From an optimization exercise on the open Yosys and OpenROAD flow, aimed at small area, a short achievable clock period and few clock cycles per item; shortcuts taken in it are not production practice. Only simulation tests tie the RTL to the original design; equivalence was not proved.

File: flow/design.v
package lj_pkg;
	localparam int COORD_W = 16;  
	localparam int DELTA_W = 17;  
	localparam int R2_W = 35;  
	localparam int REF_MAX = 16;
	localparam int REF_AW = 4;
	localparam int NBR_MAX = 32;
	localparam int NBR_AW = 5;
	localparam int CUTOFF_2 = 16384;
	localparam int TBL_AW = 6;
	localparam int FRAC_W = 8;  
	localparam int COEF_W = 16;
	localparam int SCALE_W = 24;
	localparam int FORCE_W = 32;  
	localparam int PIPE_LAT = 6;  
	localparam logic [12:0] REG_CTRL = 13'h000;
	localparam logic [12:0] REG_STATUS = 13'h004;
	localparam logic [12:0] REG_COUNT = 13'h008;
	localparam logic [12:0] BASE_REF = 13'h400;
	localparam logic [12:0] BASE_NBR = 13'h800;
	localparam logic [12:0] BASE_TBL = 13'hC00;
	localparam logic [12:0] BASE_FORCE = 13'h1000;
	typedef enum logic [2:0] {CTRL, STATUS, COUNT, REF, NBR, TBL, FORCE, NONE} region_e;
	typedef enum logic [1:0] {IDLE, RUN, DRAIN, FINISH} pair_state_e;
endpackage
`timescale 1ns/100ps
module lj_pos_ram
#(
	parameter int DEPTH = 16
)
(
	input  logic clk,
	input  logic we,
	input  logic [$clog2(DEPTH)-1:0] wr_idx,
	input  logic [1:0] wr_comp,
	input  logic signed [lj_pkg::COORD_W-1:0] wr_data,
	input  logic rd_en,
	input  logic [$clog2(DEPTH)-1:0] rd_idx,
	output logic signed [lj_pkg::COORD_W-1:0] x,
	output logic signed [lj_pkg::COORD_W-1:0] y,
	output logic signed [lj_pkg::COORD_W-1:0] z
);
	logic signed [lj_pkg::COORD_W-1:0] mem_x [DEPTH];
	logic signed [lj_pkg::COORD_W-1:0] mem_y [DEPTH];
	logic signed [lj_pkg::COORD_W-1:0] mem_z [DEPTH];
	always_ff @(posedge clk)
	begin
		if (we && wr_comp == 2'd0)
			mem_x[wr_idx] <= wr_data;
		if (we && wr_comp == 2'd1)
			mem_y[wr_idx] <= wr_data;
		if (we && wr_comp == 2'd2)
			mem_z[wr_idx] <= wr_data;
		if (rd_en)
		begin
			x <= mem_x[rd_idx];  
			y <= mem_y[rd_idx];
			z <= mem_z[rd_idx];
		end
	end
endmodule
`timescale 1ns/100ps
module lj_apb_regs
(
	input  logic clk,
	input  logic rst,
	input  logic psel,
	input  logic penable,
	input  logic pwrite,
	input  logic [12:0] paddr,
	input  logic [31:0] pwdata,
	output logic [31:0] prdata,
	output logic pready,
	output logic pslverr,
	input  logic busy,
	output logic start,
	output logic [lj_pkg::REF_AW-1:0] ref_cnt,
	output logic [lj_pkg::NBR_AW-1:0] nbr_cnt,
	output logic ram_we_ref,
	output logic ram_we_nbr,
	output logic tbl_we_c0,
	output logic tbl_we_c1,
	output logic [lj_pkg::TBL_AW-1:0] wr_idx,
	output logic [1:0] wr_comp,
	output logic [lj_pkg::COORD_W-1:0] wr_data,
	output logic force_rd_en,
	output logic [lj_pkg::REF_AW-1:0] force_rd_idx,
	output logic [1:0] force_rd_comp,
	input  logic [lj_pkg::FORCE_W-1:0] force_rd_data,
	input  logic run_done
);
	lj_pkg::region_e region;
	logic access;  
	logic wr_ok;  
	logic lock_err;
	logic rd_wait;  
	logic done_flag;  
	always_comb
	begin
		region = lj_pkg::NONE;
		if (paddr == lj_pkg::REG_CTRL)
			region = lj_pkg::CTRL;
		else if (paddr == lj_pkg::REG_STATUS)
			region = lj_pkg::STATUS;
		else if (paddr == lj_pkg::REG_COUNT)
			region = lj_pkg::COUNT;
		else if (paddr[12:8] == lj_pkg::BASE_REF[12:8] && paddr[3:2] != 2'd3)
			region = lj_pkg::REF;  
		else if (paddr[12:9] == lj_pkg::BASE_NBR[12:9] && paddr[3:2] != 2'd3)
			region = lj_pkg::NBR;  
		else if (paddr[12:9] == lj_pkg::BASE_TBL[12:9])
			region = lj_pkg::TBL;  
		else if (paddr[12:8] == lj_pkg::BASE_FORCE[12:8] && paddr[3:2] != 2'd3)
			region = lj_pkg::FORCE;
	end
	assign access = psel & penable;
	assign wr_ok = access & pwrite & ~busy;
	assign lock_err = busy & (pwrite ?
		(region == lj_pkg::REF || region == lj_pkg::NBR || region == lj_pkg::TBL ||
		region == lj_pkg::COUNT) :
		(region == lj_pkg::FORCE));
	assign start = wr_ok & (region == lj_pkg::CTRL) & pwdata[0];
	assign ram_we_ref = wr_ok & (region == lj_pkg::REF);
	assign ram_we_nbr = wr_ok & (region == lj_pkg::NBR);
	assign tbl_we_c0 = wr_ok & (region == lj_pkg::TBL) & ~paddr[2];
	assign tbl_we_c1 = wr_ok & (region == lj_pkg::TBL) & paddr[2];
	assign wr_idx = (region == lj_pkg::TBL) ? paddr[8:3] : {1'b0, paddr[8:4]};
	assign wr_comp = paddr[3:2];  
	assign wr_data = pwdata[lj_pkg::COORD_W-1:0];
	assign force_rd_en = access & ~pwrite & (region == lj_pkg::FORCE) & ~busy & ~rd_wait;
	assign force_rd_idx = paddr[7:4];
	assign force_rd_comp = paddr[3:2];
	assign pready = access & ~force_rd_en;  
	assign pslverr = access & lock_err;
	always_ff @(posedge clk)
	begin
		if (rst)
		begin
			rd_wait <= 1'b0;
			done_flag <= 1'b0;
			ref_cnt <= '0;
			nbr_cnt <= '0;
		end
		else
		begin
			rd_wait <= force_rd_en;
			if (start)
				done_flag <= 1'b0;
			else if (run_done)
				done_flag <= 1'b1;
			if (wr_ok && region == lj_pkg::COUNT)
			begin
				ref_cnt <= pwdata[3:0];  
				nbr_cnt <= pwdata[12:8];
			end
		end
	end
	always_comb
	begin
		case (region)
			lj_pkg::STATUS: prdata = {30'd0, done_flag, busy};
			lj_pkg::COUNT: prdata = {19'd0, nbr_cnt, 4'd0, ref_cnt};
			lj_pkg::FORCE: prdata = rd_wait ? force_rd_data : 32'd0;
			default: prdata = 32'd0;
		endcase
	end
endmodule
`timescale 1ns/100ps
module lj_pair_ctrl
(
	input  logic clk,
	input  logic rst,
	input  logic start,
	input  logic [lj_pkg::REF_AW-1:0] ref_cnt,
	input  logic [lj_pkg::NBR_AW-1:0] nbr_cnt,
	output logic [lj_pkg::REF_AW-1:0] ref_idx,
	output logic [lj_pkg::NBR_AW-1:0] nbr_idx,
	output logic pair_valid,
	output logic [lj_pkg::REF_AW-1:0] pair_ref,
	output logic pair_last,
	output logic busy,
	output logic done
);
	lj_pkg::pair_state_e state;
	logic [$clog2(lj_pkg::PIPE_LAT)-1:0] drain_cnt;
	logic nbr_end;  
	assign nbr_end = (nbr_idx == nbr_cnt);
	assign busy = (state != lj_pkg::IDLE);
	assign done = (state == lj_pkg::FINISH);  
	always_ff @(posedge clk)
	begin
		if (rst)
		begin
			state <= lj_pkg::IDLE;
			ref_idx <= '0;
			nbr_idx <= '0;
			drain_cnt <= '0;
			pair_valid <= 1'b0;
			pair_last <= 1'b0;
		end
		else
		begin
			pair_valid <= (state == lj_pkg::RUN);
			pair_last <= (state == lj_pkg::RUN) && nbr_end;
			case (state)
				lj_pkg::IDLE:
					if (start)
					begin
						ref_idx <= '0;
						nbr_idx <= '0;
						state <= lj_pkg::RUN;
					end
				lj_pkg::RUN:  
					if (nbr_end)
					begin
						nbr_idx <= '0;
						if (ref_idx == ref_cnt)
						begin
							drain_cnt <= '0;
							state <= lj_pkg::DRAIN;
						end
						else
							ref_idx <= ref_idx + 1'b1;
					end
					else
						nbr_idx <= nbr_idx + 1'b1;
				lj_pkg::DRAIN:  
					if (drain_cnt == lj_pkg::PIPE_LAT - 1)
						state <= lj_pkg::FINISH;
					else
						drain_cnt <= drain_cnt + 1'b1;
				default:
					state <= lj_pkg::IDLE;
			endcase
		end
	end
	always_ff @(posedge clk)
		pair_ref <= ref_idx;
endmodule
`timescale 1ns/100ps
module lj_r2_compute
(
	input  logic clk,
	input  logic rst,
	input  logic in_valid,
	input  logic [lj_pkg::REF_AW-1:0] in_ref,
	input  logic in_last,
	input  logic signed [lj_pkg::COORD_W-1:0] ref_x,
	input  logic signed [lj_pkg::COORD_W-1:0] ref_y,
	input  logic signed [lj_pkg::COORD_W-1:0] ref_z,
	input  logic signed [lj_pkg::COORD_W-1:0] nbr_x,
	input  logic signed [lj_pkg::COORD_W-1:0] nbr_y,
	input  logic signed [lj_pkg::COORD_W-1:0] nbr_z,
	output logic signed [lj_pkg::DELTA_W-1:0] dx,
	output logic signed [lj_pkg::DELTA_W-1:0] dy,
	output logic signed [lj_pkg::DELTA_W-1:0] dz,
	output logic [lj_pkg::R2_W-1:0] r2,
	output logic keep,
	output logic [lj_pkg::REF_AW-1:0] out_ref,
	output logic out_last,
	output logic out_valid
);
	logic signed [lj_pkg::DELTA_W-1:0] dx_s1, dy_s1, dz_s1;
	logic signed [2*lj_pkg::DELTA_W-1:0] sq_x, sq_y, sq_z;  
	logic [lj_pkg::R2_W-1:0] r2_next;
	logic [lj_pkg::REF_AW-1:0] ref_s1;
	logic last_s1;
	logic valid_s1;
	assign sq_x = dx_s1 * dx_s1;
	assign sq_y = dy_s1 * dy_s1;
	assign sq_z = dz_s1 * dz_s1;
	assign r2_next = {1'b0, sq_x} + {1'b0, sq_y} + {1'b0, sq_z};
	always_ff @(posedge clk)
	begin
		dx_s1 <= $signed({nbr_x[lj_pkg::COORD_W-1], nbr_x}) - $signed({ref_x[lj_pkg::COORD_W-1], ref_x});
		dy_s1 <= $signed({nbr_y[lj_pkg::COORD_W-1], nbr_y}) - $signed({ref_y[lj_pkg::COORD_W-1], ref_y});
		dz_s1 <= $signed({nbr_z[lj_pkg::COORD_W-1], nbr_z}) - $signed({ref_z[lj_pkg::COORD_W-1], ref_z});
		ref_s1 <= in_ref;
		last_s1 <= in_last;
		dx <= dx_s1;
		dy <= dy_s1;
		dz <= dz_s1;
		r2 <= r2_next;
		keep <= (r2_next != '0) && (r2_next < lj_pkg::CUTOFF_2);  
		out_ref <= ref_s1;
		out_last <= last_s1;
	end
	always_ff @(posedge clk)
	begin
		if (rst)
		begin
			valid_s1 <= 1'b0;
			out_valid <= 1'b0;
		end
		else
		begin
			valid_s1 <= in_valid;
			out_valid <= valid_s1;
		end
	end
endmodule
`timescale 1ns/100ps
module lj_force_interp
(
	input  logic clk,
	input  logic rst,
	input  logic tbl_we_c0,
	input  logic tbl_we_c1,
	input  logic [lj_pkg::TBL_AW-1:0] wr_idx,
	input  logic signed [lj_pkg::COEF_W-1:0] wr_data,
	input  logic signed [lj_pkg::DELTA_W-1:0] dx,
	input  logic signed [lj_pkg::DELTA_W-1:0] dy,
	input  logic signed [lj_pkg::DELTA_W-1:0] dz,
	input  logic [lj_pkg::R2_W-1:0] r2,
	input  logic keep,
	input  logic [lj_pkg::REF_AW-1:0] in_ref,
	input  logic in_last,
	input  logic in_valid,
	output logic signed [lj_pkg::FORCE_W-1:0] fx,
	output logic signed [lj_pkg::FORCE_W-1:0] fy,
	output logic signed [lj_pkg::FORCE_W-1:0] fz,
	output logic [lj_pkg::REF_AW-1:0] out_ref,
	output logic out_last,
	output logic out_valid
);
	logic signed [lj_pkg::COEF_W-1:0] c0_tbl [2**lj_pkg::TBL_AW];
	logic signed [lj_pkg::COEF_W-1:0] c1_tbl [2**lj_pkg::TBL_AW];
	logic signed [lj_pkg::COEF_W-1:0] c0_s1, c1_s1;
	logic [lj_pkg::FRAC_W-1:0] frac_s1;
	logic signed [lj_pkg::COEF_W+lj_pkg::FRAC_W:0] slope;  
	logic signed [lj_pkg::SCALE_W-1:0] scale_s2;
	logic signed [lj_pkg::DELTA_W-1:0] dx_s1, dy_s1, dz_s1, dx_s2, dy_s2, dz_s2;
	logic signed [lj_pkg::SCALE_W+lj_pkg::DELTA_W-1:0] px, py, pz;
	logic [lj_pkg::REF_AW-1:0] ref_s1, ref_s2;
	logic keep_s1, keep_s2, last_s1, last_s2;
	logic valid_s1, valid_s2;
	assign slope = c1_s1 * $signed({1'b0, frac_s1});
	assign px = scale_s2 * dx_s2;  
	assign py = scale_s2 * dy_s2;
	assign pz = scale_s2 * dz_s2;
	always_ff @(posedge clk)
	begin
		if (tbl_we_c0)
			c0_tbl[wr_idx] <= wr_data;
		if (tbl_we_c1)
			c1_tbl[wr_idx] <= wr_data;
		c0_s1 <= c0_tbl[r2[lj_pkg::FRAC_W +: lj_pkg::TBL_AW]];
		c1_s1 <= c1_tbl[r2[lj_pkg::FRAC_W +: lj_pkg::TBL_AW]];
		frac_s1 <= r2[lj_pkg::FRAC_W-1:0];
		{dx_s1, dy_s1, dz_s1} <= {dx, dy, dz};
		{ref_s1, keep_s1, last_s1} <= {in_ref, keep, in_last};
		scale_s2 <= lj_pkg::SCALE_W'(c0_s1) + lj_pkg::SCALE_W'(slope >>> lj_pkg::FRAC_W);
		{dx_s2, dy_s2, dz_s2} <= {dx_s1, dy_s1, dz_s1};
		{ref_s2, keep_s2, last_s2} <= {ref_s1, keep_s1, last_s1};
		fx <= keep_s2 ? px[lj_pkg::FORCE_W-1:0] : '0;
		fy <= keep_s2 ? py[lj_pkg::FORCE_W-1:0] : '0;
		fz <= keep_s2 ? pz[lj_pkg::FORCE_W-1:0] : '0;
		out_ref <= ref_s2;
		out_last <= last_s2;  
	end
	always_ff @(posedge clk)
	begin
		if (rst)
		begin
			valid_s1 <= 1'b0;
			valid_s2 <= 1'b0;
			out_valid <= 1'b0;
		end
		else
		begin
			valid_s1 <= in_valid;
			valid_s2 <= valid_s1;
			out_valid <= valid_s2;
		end
	end
endmodule
`timescale 1ns/100ps
module lj_force_accum
(
	input  logic clk,
	input  logic rst,
	input  logic start,
	input  logic in_valid,
	input  logic [lj_pkg::REF_AW-1:0] in_ref,
	input  logic in_last,
	input  logic signed [lj_pkg::FORCE_W-1:0] fx,
	input  logic signed [lj_pkg::FORCE_W-1:0] fy,
	input  logic signed [lj_pkg::FORCE_W-1:0] fz,
	input  logic rd_en,
	input  logic [lj_pkg::REF_AW-1:0] rd_idx,
	input  logic [1:0] rd_comp,
	output logic [lj_pkg::FORCE_W-1:0] rd_data
);
	logic signed [lj_pkg::FORCE_W-1:0] sum_x, sum_y, sum_z;
	logic signed [lj_pkg::FORCE_W-1:0] next_x, next_y, next_z;
	logic [lj_pkg::FORCE_W-1:0] mem_x [lj_pkg::REF_MAX];  
	logic [lj_pkg::FORCE_W-1:0] mem_y [lj_pkg::REF_MAX];
	logic [lj_pkg::FORCE_W-1:0] mem_z [lj_pkg::REF_MAX];
	assign next_x = sum_x + fx;
	assign next_y = sum_y + fy;
	assign next_z = sum_z + fz;
	always_ff @(posedge clk)
	begin
		if (rst || start)
		begin
			sum_x <= '0;
			sum_y <= '0;
			sum_z <= '0;
		end
		else if (in_valid)
		begin
			sum_x <= in_last ? '0 : next_x;  
			sum_y <= in_last ? '0 : next_y;
			sum_z <= in_last ? '0 : next_z;
		end
	end
	always_ff @(posedge clk)
	begin
		if (in_valid && in_last)
		begin
			mem_x[in_ref] <= next_x;
			mem_y[in_ref] <= next_y;
			mem_z[in_ref] <= next_z;
		end
		if (rd_en)
			case (rd_comp)
				2'd0: rd_data <= mem_x[rd_idx];
				2'd1: rd_data <= mem_y[rd_idx];
				2'd2: rd_data <= mem_z[rd_idx];
				default: rd_data <= '0;
			endcase
	end
endmodule
`timescale 1ns/100ps
module lj_tile_top
(
	input  logic clk,
	input  logic rst,
	input  logic psel,
	input  logic penable,
	input  logic pwrite,
	input  logic [12:0] paddr,
	input  logic [31:0] pwdata,
	output logic [31:0] prdata,
	output logic pready,
	output logic pslverr,
	output logic done
);
	logic busy, start;
	logic [lj_pkg::REF_AW-1:0] ref_cnt, ref_idx, pair_ref, r2_ref, f_ref, force_rd_idx;
	logic [lj_pkg::NBR_AW-1:0] nbr_cnt, nbr_idx;
	logic ram_we_ref, ram_we_nbr, tbl_we_c0, tbl_we_c1;
	logic [lj_pkg::TBL_AW-1:0] wr_idx;
	logic [1:0] wr_comp, force_rd_comp;
	logic [lj_pkg::COORD_W-1:0] wr_data;
	logic force_rd_en;
	logic [lj_pkg::FORCE_W-1:0] force_rd_data;
	logic pair_valid, pair_last, r2_keep, r2_last, r2_valid, f_last, f_valid;
	logic signed [lj_pkg::COORD_W-1:0] ref_x, ref_y, ref_z, nbr_x, nbr_y, nbr_z;
	logic signed [lj_pkg::DELTA_W-1:0] dx, dy, dz;
	logic [lj_pkg::R2_W-1:0] r2;
	logic signed [lj_pkg::FORCE_W-1:0] fx, fy, fz;
	lj_apb_regs regs_i (.clk(clk), .rst(rst), .psel(psel), .penable(penable), .pwrite(pwrite),
		.paddr(paddr), .pwdata(pwdata), .prdata(prdata), .pready(pready), .pslverr(pslverr),
		.busy(busy), .start(start), .ref_cnt(ref_cnt), .nbr_cnt(nbr_cnt),
		.ram_we_ref(ram_we_ref), .ram_we_nbr(ram_we_nbr), .tbl_we_c0(tbl_we_c0),
		.tbl_we_c1(tbl_we_c1), .wr_idx(wr_idx), .wr_comp(wr_comp), .wr_data(wr_data),
		.force_rd_en(force_rd_en), .force_rd_idx(force_rd_idx), .force_rd_comp(force_rd_comp),
		.force_rd_data(force_rd_data), .run_done(done));
	lj_pos_ram #(.DEPTH(lj_pkg::REF_MAX)) ref_ram (.clk(clk), .we(ram_we_ref),
		.wr_idx(wr_idx[lj_pkg::REF_AW-1:0]), .wr_comp(wr_comp), .wr_data(wr_data),
		.rd_en(busy), .rd_idx(ref_idx), .x(ref_x), .y(ref_y), .z(ref_z));
	lj_pos_ram #(.DEPTH(lj_pkg::NBR_MAX)) nbr_ram (.clk(clk), .we(ram_we_nbr),
		.wr_idx(wr_idx[lj_pkg::NBR_AW-1:0]), .wr_comp(wr_comp), .wr_data(wr_data),
		.rd_en(busy), .rd_idx(nbr_idx), .x(nbr_x), .y(nbr_y), .z(nbr_z));
	lj_pair_ctrl ctrl_i (.clk(clk), .rst(rst), .start(start), .ref_cnt(ref_cnt),
		.nbr_cnt(nbr_cnt), .ref_idx(ref_idx), .nbr_idx(nbr_idx), .pair_valid(pair_valid),
		.pair_ref(pair_ref), .pair_last(pair_last), .busy(busy), .done(done));
	lj_r2_compute r2_i (.clk(clk), .rst(rst), .in_valid(pair_valid), .in_ref(pair_ref),
		.in_last(pair_last), .ref_x(ref_x), .ref_y(ref_y), .ref_z(ref_z), .nbr_x(nbr_x),
		.nbr_y(nbr_y), .nbr_z(nbr_z), .dx(dx), .dy(dy), .dz(dz), .r2(r2), .keep(r2_keep),
		.out_ref(r2_ref), .out_last(r2_last), .out_valid(r2_valid));
	lj_force_interp interp_i (.clk(clk), .rst(rst), .tbl_we_c0(tbl_we_c0),
		.tbl_we_c1(tbl_we_c1), .wr_idx(wr_idx), .wr_data(wr_data), .dx(dx), .dy(dy), .dz(dz),
		.r2(r2), .keep(r2_keep), .in_ref(r2_ref), .in_last(r2_last), .in_valid(r2_valid),
		.fx(fx), .fy(fy), .fz(fz), .out_ref(f_ref), .out_last(f_last), .out_valid(f_valid));
	lj_force_accum accum_i (.clk(clk), .rst(rst), .start(start), .in_valid(f_valid),
		.in_ref(f_ref), .in_last(f_last), .fx(fx), .fy(fy), .fz(fz), .rd_en(force_rd_en),
		.rd_idx(force_rd_idx), .rd_comp(force_rd_comp), .rd_data(force_rd_data));
endmodule
File: flow/run.sh
#!/bin/bash
# synth_recipe.tcl (not shown) runs the flow's synth.tcl, then flattens the netlist and writes it again
# the make line also repeats each setting of config.mk as NAME=value (left out here)
make -C /OpenROAD-flow-scripts/flow DESIGN_CONFIG=/design/flow/config.mk WORK_HOME=/design/flow/orfs CLKGATE_MAP_FILE= SYNTH_SCRIPT=/design/flow/synth_recipe.tcl finish
File: flow/config.mk
export PLATFORM = sky130hd
export DESIGN_NAME = lj_tile_top
export DESIGN_NICKNAME = lj_tile_top
export VERILOG_FILES = /design/flow/design.v
export SDC_FILE = /design/flow/constraint.sdc
export NUM_CORES = 4
export LEC_CHECK = 0
export CAP_MARGIN = 20
export CORE_MARGIN = 2
export CORE_UTILIZATION = 40
export SLEW_MARGIN = 20
File: flow/constraint.sdc
create_clock -name core_clock -period 10.5 [get_ports {clk}]
set_input_delay 2.1000 -clock core_clock [delete_from_list [all_inputs] [get_ports {clk}]]
set_output_delay 2.1000 -clock core_clock [all_outputs]
set_load 0.01 [all_outputs]
==> impl_metrics.toml <==
[grt]
grt_use_total = 0.1939
grt_pass1_vias = 171300
grt_max_degree = 180
antenna_found_initial = 52
grt_pass1_wl_mm = 1156
gr-total-overflow = 0

[clock_network]
cts_buffer_depth = 4
cts_root_buf = "clkbuf_16"
h-tree-depth = 6
clkTransAtPathRegs_ps = 60
hold_buffers = 0
cts_sinks = 6548
numCtsBuffers = 672
worst_skew_pair.late_latency_ps = 1160
cts_tree = "built"

[worst_setup_path]
critPathMaxFanout = 15
reg2reg_depth = 33
crit_path_end_kind = "register"
slowest_delay_ps = 760
r2r_start = "r2_i.dz_s1[7]$_DFF_P_"
arrival_ps = 10920
startpoint_type = "register"
r2r_setup_slack_ps = 580
crit_type = "register to register"
crit_top_cell = "fa_1"
startpoint = "r2_i.dz_s1[7]$_DFF_P_"
crit_slowest_cell = "dfxtp_1"
reg2reg_to = "r2_i.keep$_DFF_P_"
cp.required_ps = 11500

[timing]
max_freq_ghz = 0.1008
finClkSkew_ps = 148.4
whs_ps = 279.3
worst_pin_slew_ps = 1366
drv_slew = 0
min_period_ps = 9924
rsz0062_at_grt = "false"
timing.setup.tns_ps = 0
final-setup-viol-count = 0
finalHoldViolCount = 0
post-route-period-util = 0.9451
slew_headroom = 0.08956

[layout]
mostFrequentLayoutCell = "edfxtp_1"
drive_gt1_frac = 0.1881
utilization = 0.4499
num-nets-final = 21810
design_area_um2 = 354400
mostFrequentLayoutCells = "6016 x edfxtp_1, 2031 x inv_1, 1827 x fa_1"
area_growth_pct = 12.21

[placed_design]
gp_congestion = 0.8228
port_buffers = 68
place_hpwl_mm = 486.8
dpl-instance-area_um2 = 332800

[synthesis]
synthAdderAreaFrac = 0.1448
synth-main-ff-cell = "edfxtp_1"
synth.mux.area_fraction = 0.1330
yosys_register_bits = 6548
synth_nets = 21250
synth_top_area_cell = "edfxtp_1"
synth.area.top_cells = "edfxtp_1 57%, mux4_2 12%, fa_1 12%, dfxtp_1 3.4%, ha_1 2.9%"
netlist_instances = 18640
synth.yosys.seq_area_share = 0.6057
yosysWarnings = 7
postSynthAreaPerCell_um2 = 16.94
yosys.area_share.simple = 0.04512
synth_xor_area_frac = 0.01101
async_reset_ff_frac = 0
synth_edf_count = 6016
netlist_area_um2 = 315800
synth_cell_types = 92
synth.top_cell.area_share = 0.5720
synth_top_family_by_area = "adder cells"
synth-compound-area-share = 0.02650

[floorplanning]
io_pins = 85
dieArea_um2 = 796700
die_x_um = 892.6
row_count = 326
fp.coreArea_um2 = 787600
die_h_um = 892.6
start_util = 0.4010

[route]
antenna_left = 0
routedWlPerCell_um = 25.82
drc = 0
drt_iter0_drc = 15590
dr_total_vias = 163400
drtPass1Iterations = 6
routed_wl_mm = 781.3
via_per_inst = 5.399

[flow_run]
drv_cap = 0

[min_path]
holdPathEnd = "interp_i.dz_s2[13]$_DFF_P_"
min_from = "interp_i.dz_s1[13]$_DFF_P_"
holdPathStages = 0
hold_path_class = "register to register"

[run_status]
status = "finished clean"
-- worst max-delay path: cells and delay by family (launching register included) --
kind            cells  cell delay [ps]
compound gates     11             2370
xor+xnor            1              110
fa+ha+maj           9             4330
buf+inv             3              250
flops               1              760
simple gates        9             1990
-- per-layer routing --
layer | GRT usage | share of wire | vias up
met1 | 0.2735 | 0.43 | 87660
met2 | 0.3271 | 0.49 | 4828
li1 | - | - | 69880
met4 | 0.04259 | 0.023 | 12
met5 | 0 | 0.000088 | -
met3 | 0.02197 | 0.057 | 1000
-- synthesized netlist by cell type (all sizes together), types with 173 or more instances --
| master | n |
|---|---|
| buf | 173 |
| fa | 1827 |
| ha | 731 |
| inv | 2038 |
| dfxtp | 532 |
| nand2 | 1081 |
| o21ai | 308 |
| and2 | 675 |
| mux2i | 204 |
| clkbuf | 635 |
| a21oi | 317 |
| edfxtp | 6016 |
| nor2 | 591 |
| nor3 | 192 |
| mux4 | 1720 |
| xnor2 | 262 |
-- flip-flops by register name, indices dropped and copies added, names as in the netlist, 18 cells and up --
name               cells
accum_i.mem_x        512
nbr_ram.mem_z        512
nbr_ram.mem_y        512
ref_ram.mem_y        256
interp_i.c1_tbl     1024
ref_ram.mem_z        256
accum_i.mem_z        512
interp_i.c0_tbl     1024
interp_i.fx           32
accum_i.sum_x         32
accum_i.sum_y         32
ref_ram.mem_x        256
accum_i.sum_z         32
accum_i.rd_data       32
nbr_ram.mem_x        512
interp_i.scale_s2     18
accum_i.mem_y        512
interp_i.fz           32
interp_i.fy           32
-- worst max path at each step --
stage                              to  slack, ps  cells past startpoint
floorplan           r2_i.keep$_DFF_P_       1190                     36
global placement    r2_i.keep$_DFF_P_        440                     39
detailed placement  r2_i.keep$_DFF_P_        540                     37
CTS                 r2_i.keep$_DFF_P_        420                     38
global route        r2_i.keep$_DFF_P_         20                     36
finish              r2_i.keep$_DFF_P_        580                     33
-- per-stage QoR --
stage,cells,setup slack (ps)
after floorplan,18640,1189
after global routing,30250,17.18
after CTS,30240,424.9
after detailed placement,29010,538.1
after global placement,29010,441.0
final,30260,576.2
-- logic make-up (layout without fill, tap and decap cells) --
family,count (synthesis),count (layout)
AO/OA/AOI/OAI,1279,1279
AND/OR/NAND/NOR,2977,2977
buffers and inverters,2846,3955
XOR/XNOR,397,397
adder cells (fa/ha/maj),2558,2558
multiplexers,2034,2034
other,0,16
flip-flops,6548,6548
-- cell type report --
type / count / area [um^2]
Inverter: 2038 / 7657
Fill cell: 67750 / 433200
Clock inverter: 346 / 3154
Sequential cell: 6548 / 191400
Multi-Input combinational cell: 9245 / 115000
Antenna cell: 16 / 40.04
Tap cell: 10500 / 13130
Timing Repair Buffer: 693 / 5836
Clock buffer: 878 / 18180
-- what timing repair did --
action                                  CTS  global route
gates resized for setup                   0            13
endpoints found under the setup margin    0             1
buffers inserted                          0             3
Testbench counts, summed over its fixed seeds: cycles 52,945, pairs 25,686.

==> static timing again, ports no longer ideal <==
Ports are ideal in the flow. The routed layout listed here was re-timed in OpenROAD. Step 1 sets driving cells, clkbuf_16 on the clock port and buf_2 on the other inputs (assumed; they add their load-dependent delay and slew). Step 2 moves the port delays by t, midway between the first and last clock arrival at a register: inputs arrive t later, outputs are due t later. That takes back most of the time a late clock gives input paths. Slacks: no drivers / after step 1 / after step 2; pairs: no drivers / after step 1.
t, ns: 1.226
setup WS [ns]: 0.576 / 0.576 / 0.576
hold WS [ns]: 0.279 / 0.279 / 0.279
After both steps this run still meets setup and hold. The setup slack of this run moves by 0.000 ns with the drivers and by 0.000 ns with both steps.
